This is an optimization exercise on Yosys and OpenROAD, whose aim is small area, a short achievable clock period and few clock cycles per item, not a production implementation.
In this exercise RTL edits were held to simulation tests only and were not proved equivalent to the original.

== old ==
==> flow/design.v <==
module muldiv_seq #(
    parameter int XLEN = 64
) (
    input  logic            clk,
    input  logic            reset,
    input  logic            start_i,
    input  logic [3:0]      op_i,
    input  logic [XLEN-1:0] a_i,
    input  logic [XLEN-1:0] b_i,
    input  logic            flush_i,
    input  logic            ack_i,
    output logic            busy_o,
    output logic            stall_o,
    output logic            done_o,
    output logic [XLEN-1:0] result_o,
    output logic [1:0]      dbg_state_o
);
    logic busy_q, done_q;
    logic ph_mul_q, ph_prep_q, ph_div_q, ph_fix_q;
    logic w_q, rem_q, sa_q, sb_q, negres_q;
    logic b1one_q, b1two_q, b1neg_q, b2one_q, b2two_q, b2neg_q;
    logic cx_q, asel_y_q, aselz_q, ainv_q;
    logic [6:0]  ca_q;
    logic [5:0]  cb_q;
    logic [7:0]  jd;
    logic [5:0]  cnt_q, sh;
    logic [64:0] r_q;    
    logic [64:0] x_q;    
    logic [63:0] y_q;    
    function automatic logic [64:0] wsext(input logic w, input logic [64:0] v);
        wsext = w ? {{33{v[31]}}, v[31:0]} : v;
    endfunction
    function automatic logic [6:0] lzc64(input logic [63:0] v);
        logic [31:0][1:0] c1;
        logic [15:0][2:0] c2;
        logic [7:0][3:0]  c3;
        logic [3:0][4:0]  c4;
        logic [1:0][5:0]  c5;
        for (int i = 0; i < 32; i++)
            c1[i] = v[2*i+1] ? 2'd0 : (v[2*i] ? 2'd1 : 2'd2);
        for (int i = 0; i < 16; i++)
            c2[i] = c1[2*i+1][1] ? {c1[2*i][1], ~c1[2*i][1], c1[2*i][0]}
                                 : {1'b0, c1[2*i+1]};
        for (int i = 0; i < 8; i++)
            c3[i] = c2[2*i+1][2] ? {c2[2*i][2], ~c2[2*i][2], c2[2*i][1:0]}
                                 : {1'b0, c2[2*i+1]};
        for (int i = 0; i < 4; i++)
            c4[i] = c3[2*i+1][3] ? {c3[2*i][3], ~c3[2*i][3], c3[2*i][2:0]}
                                 : {1'b0, c3[2*i+1]};
        for (int i = 0; i < 2; i++)
            c5[i] = c4[2*i+1][4] ? {c4[2*i][4], ~c4[2*i][4], c4[2*i][3:0]}
                                 : {1'b0, c4[2*i+1]};
        lzc64 = c5[1][5] ? {c5[0][5], ~c5[0][5], c5[0][4:0]} : {1'b0, c5[1]};
    endfunction
    function automatic logic [2:0] booth(input logic hi, input logic lo, input logic prev);
        booth = {lo ^ prev,
                 (hi & ~lo & ~prev) | (~hi & lo & prev),
                 hi & ~(lo & prev)};
    endfunction
    logic accept, working;
    logic d_mul, d_w, d_sgn, d_rem, d_legal, d_sx;
    logic [63:0] a_ext, b_ext, ymul, xmul;
    logic [6:0]  ca, cb, cbr;
    logic        swap, d_sa, d_sb, d_bzero, d_early;
    logic [7:0]  ga, gb, ta, tb, tas;
    logic [2:0]  d_bt1, d_bt2;
    always_comb begin
        accept  = !busy_q && start_i && !flush_i;
        working = busy_q && !done_q;
        d_mul   = (op_i == 4'd0) || (op_i == 4'd1);
        d_w     = (op_i == 4'd1) || (op_i == 4'd6) || (op_i == 4'd7) ||
                  (op_i == 4'd8) || (op_i == 4'd9);
        d_sgn   = (op_i == 4'd2) || (op_i == 4'd4) || (op_i == 4'd6) || (op_i == 4'd8);
        d_rem   = (op_i == 4'd4) || (op_i == 4'd5) || (op_i == 4'd8) || (op_i == 4'd9);
        d_legal = (op_i <= 4'd9);
        d_sx    = d_sgn || d_mul;
        a_ext   = d_w ? {{32{d_sx & a_i[31]}}, a_i[31:0]} : a_i;
        b_ext   = d_w ? {{32{d_sx & b_i[31]}}, b_i[31:0]} : b_i;
        d_sa    = d_sgn & a_ext[63];
        d_sb    = d_sgn & b_ext[63];
        ca    = lzc64(a_ext ^ {64{d_sx & a_ext[63]}});
        cbr   = lzc64(b_ext ^ {64{d_sx & b_ext[63]}});
        cb    = cbr[6] ? 7'd63 : cbr;
        for (int k = 0; k < 8; k++) begin
            ga[k] = (a_ext[8*k +: 8] == {8{d_sx & a_ext[63]}});
            gb[k] = (b_ext[8*k +: 8] == {8{d_sx & b_ext[63]}});
        end
        ta[7] = ga[7];
        tb[7] = gb[7];
        for (int k = 6; k >= 0; k--) begin
            ta[k] = ta[k+1] & ga[k];
            tb[k] = tb[k+1] & gb[k];
        end
        swap  = |(tb & ~ta);
        d_bzero = (b_ext == 64'd0);
        tas[0] = ta[0] & ~d_sa;
        for (int k = 1; k < 8; k++)
            tas[k] = ta[k] & (~d_sa | a_ext[8*k-1]);
        d_early = |(tas & ~tb) | d_bzero;
        ymul  = (d_mul && swap) ? b_ext : a_ext;
        xmul  = swap ? a_ext : b_ext;
        d_bt1 = booth(ymul[1], ymul[0], 1'b0);
        d_bt2 = booth(ymul[3], ymul[2], ymul[1]);
    end
    logic [65:0] op_a, sel1, sel2, op1, op2, cs_s, cs_c, sum;
    logic [65:0] x66;
    always_comb begin
        x66  = {x_q[64], x_q};
        op_a = (aselz_q ? 66'd0 : (asel_y_q ? {2'b00, y_q} : {r_q[64], r_q}))
               ^ {66{ainv_q}};
        sel1 = b1one_q ? x66 : (b1two_q ? {x66[64:0], 1'b0} : 66'd0);
        sel2 = b2one_q ? {x66[63:0], 2'b00} : (b2two_q ? {x66[62:0], 3'b000} : 66'd0);
        op1  = sel1 ^ {66{b1neg_q}};
        op2  = sel2 ^ {66{b2neg_q}};
        cs_s = op_a ^ op1 ^ op2;
        cs_c = {((op_a & op1) | (op_a & op2) | (op1 & op2)), b1neg_q};
        sum  = cs_s + cs_c[65:0] + {65'd0, b2neg_q | cx_q};
    end
    logic mul_last, div_last, rneg, wfin;
    logic [2:0] n_bt1, n_bt2;
    always_comb begin
        mul_last = (&y_q[63:3]) | ~(|y_q[63:3]);
        div_last = (cnt_q == 6'd0);
        rneg     = sum[64];
        n_bt1    = booth(y_q[5], y_q[4], y_q[3]);
        n_bt2    = booth(y_q[7], y_q[6], y_q[5]);
        jd       = {2'b00, cb_q} + {7'd0, sa_q} - {1'b0, ca_q};
        sh       = jd[7] ? 6'd0 : jd[5:0];
        wfin     = w_q & (ph_fix_q | (ph_mul_q & mul_last) | (ph_div_q & rem_q & div_last));
    end
    always_ff @(posedge clk) begin
        if (!reset) begin
            busy_q    <= 1'b0;
            done_q    <= 1'b0;
            ph_mul_q  <= 1'b0;
            ph_prep_q <= 1'b0;
            ph_div_q  <= 1'b0;
            ph_fix_q  <= 1'b0;
        end else if (accept) begin
            busy_q    <= 1'b1;
            done_q    <= !d_legal;
            ph_mul_q  <= d_legal && d_mul;
            ph_prep_q <= d_legal && !d_mul && !d_early;
            ph_div_q  <= 1'b0;
            ph_fix_q  <= d_legal && !d_mul && d_early;
        end else if (working && flush_i) begin
            busy_q    <= 1'b0;
            ph_mul_q  <= 1'b0;
            ph_prep_q <= 1'b0;
            ph_div_q  <= 1'b0;
            ph_fix_q  <= 1'b0;
        end else if (done_q) begin
            if (ack_i || flush_i) begin
                busy_q <= 1'b0;
                done_q <= 1'b0;
            end
        end else begin
            if (ph_mul_q && mul_last) begin
                ph_mul_q <= 1'b0;
                done_q   <= 1'b1;
            end
            if (ph_prep_q) begin
                ph_prep_q <= 1'b0;
                ph_div_q  <= 1'b1;
            end
            if (ph_div_q && div_last) begin
                ph_div_q <= 1'b0;
                if (!rem_q || rneg || negres_q) ph_fix_q <= 1'b1;
                else done_q <= 1'b1;
            end
            if (ph_fix_q) begin
                ph_fix_q <= 1'b0;
                done_q   <= 1'b1;
            end
        end
    end
    always_ff @(posedge clk) begin
        if (accept) begin
            w_q      <= d_w;
            rem_q    <= d_rem;
            sa_q     <= d_sa;
            sb_q     <= d_sb;
            negres_q <= d_rem ? d_sa : (d_sa ^ d_sb);
            ca_q     <= d_mul ? 7'd0 : ca;
            cb_q     <= d_mul ? 6'd4 : cb[5:0];
            r_q      <= 65'd0;
            x_q      <= d_mul ? {xmul[63], xmul} : {d_sb, b_ext};
            y_q      <= ymul;
            {b1one_q, b1two_q, b1neg_q} <= d_mul ? d_bt1 : 3'b000;
            {b2one_q, b2two_q, b2neg_q} <= d_mul ? d_bt2 : 3'b000;
            cx_q     <= !d_mul && !d_early && d_sa;
            ainv_q   <= !d_mul && (d_early ? (!d_rem && d_bzero) : d_sa);
            aselz_q  <= !d_mul && d_early && !d_rem;
            asel_y_q <= !d_mul;
        end else begin
            if (ph_mul_q)       y_q <= {{4{y_q[63]}}, y_q[63:4]};
            else if (ph_prep_q) y_q <= 64'd0;
            else                y_q <= {y_q[62:0], ~rneg};
        end
        if (!accept && working) begin
            r_q <= wsext(wfin, {sum[64] & ~ph_prep_q, sum[63:0]});
            if (ph_mul_q) begin
                x_q <= x_q << sh;
                {b1one_q, b1two_q, b1neg_q} <= n_bt1;
                {b2one_q, b2two_q, b2neg_q} <= n_bt2;
            end
            if (ph_prep_q) begin
                asel_y_q <= 1'b0;
                x_q     <= x_q << sh;
                cnt_q   <= sh;
                b1one_q <= 1'b1;
                b1neg_q <= ~sb_q;
                cx_q    <= 1'b0;
                ainv_q  <= 1'b0;
            end
            if (ph_div_q) begin
                if (!div_last) begin
                    x_q     <= {x_q[64], x_q[64:1]};
                    cnt_q   <= cnt_q - 6'd1;
                    b1neg_q <= ~rneg ^ sb_q;
                end else begin
                    asel_y_q <= !rem_q;
                    ainv_q   <= negres_q;
                    cx_q     <= negres_q;
                    b1one_q  <= rem_q && rneg;
                    b1neg_q  <= rem_q && rneg && (negres_q ^ sb_q);
                end
            end
        end
    end
    always_comb begin
        busy_o      = busy_q;
        done_o      = done_q;
        stall_o     = accept || working;
        result_o    = r_q[63:0];
        dbg_state_o = {done_q, working};
    end
endmodule
export LEC_CHECK = 0
export CAP_MARGIN = 20
export CORE_MARGIN = 2
export CORE_UTILIZATION = 40
export SETUP_SLACK_MARGIN = 2.5
export SLEW_MARGIN = 20
create_clock -name core_clock -period 7.0 [get_ports {clk}]
run.sh (not shown) runs the stock make flow with config.mk's settings and CLKGATE_MAP_FILE= SYNTH_SCRIPT=/design/flow/synth_recipe.tcl, a recipe that flattens the netlist after the stock synthesis.
Testbench counts of old, summed over its fixed seeds: cycles 17,527, ops 1,920.
Inputs modified between old and new:
- changing SETUP_SLACK_MARGIN from 2.5 to 1.5
- Looking at top metal layer carrying routed signals, the met5 result is from old; the met4 one comes from new.
- old has lower worst setup slack before clock tree synthesis than new.
- Of new and old, it is new that has the higher worst-case reg-to-reg path depth.
- new vs. old: share of the core filled with cells lost 5.2 points; hold slack lost 0.011 ns; number of failing hold endpoints at the final stage neither gained nor lost much; routed via count divided by cell count neither gained nor lost much; minimum clock period after layout picked up an extra 0.71 ns.
- On area taken by flip-flops and latches, new and old are neck and neck.
- Comparing new and old, net total in the final layout is higher on old.
- Comparing new and old, the lower aggregate routed wire length is on new.

-- port drivers added, routing unchanged --
How much do the figures lean on ideal ports? The routed layouts below were timed once more, with nothing changed but the port constraints.
Step 1 sets driving cells, clkbuf_16 on the clock port and buf_2 on the other inputs (assumed; they add their load-dependent delay and slew).
Step 2 moves the port delays by t, midway between the first and last clock arrival at a register: inputs arrive t later, outputs are due t later. That takes back most of the time a late clock gives input paths.
Slacks: ideal / step 1 / step 2; pairs: ideal / step 1.
run | t, ns | setup WS [ns] | hold slack, ns | worst register clock-pin slew, ns | worst data-port slew with drivers (ns)
old | 0.660 | 2.343 / 2.343 / 1.705 | 0.600 / 0.600 / 0.600 | 0.07 / 0.07 | 0.19
new | 0.651 | 1.637 / 1.667 / 1.016 | 0.590 / 0.590 / 0.590 | 0.07 / 0.07 | 0.06
After both steps every run listed still meets setup and hold. For old, which loses most, drivers alone change the setup slack by 0.000 ns; drivers and shift together by -0.638 ns.
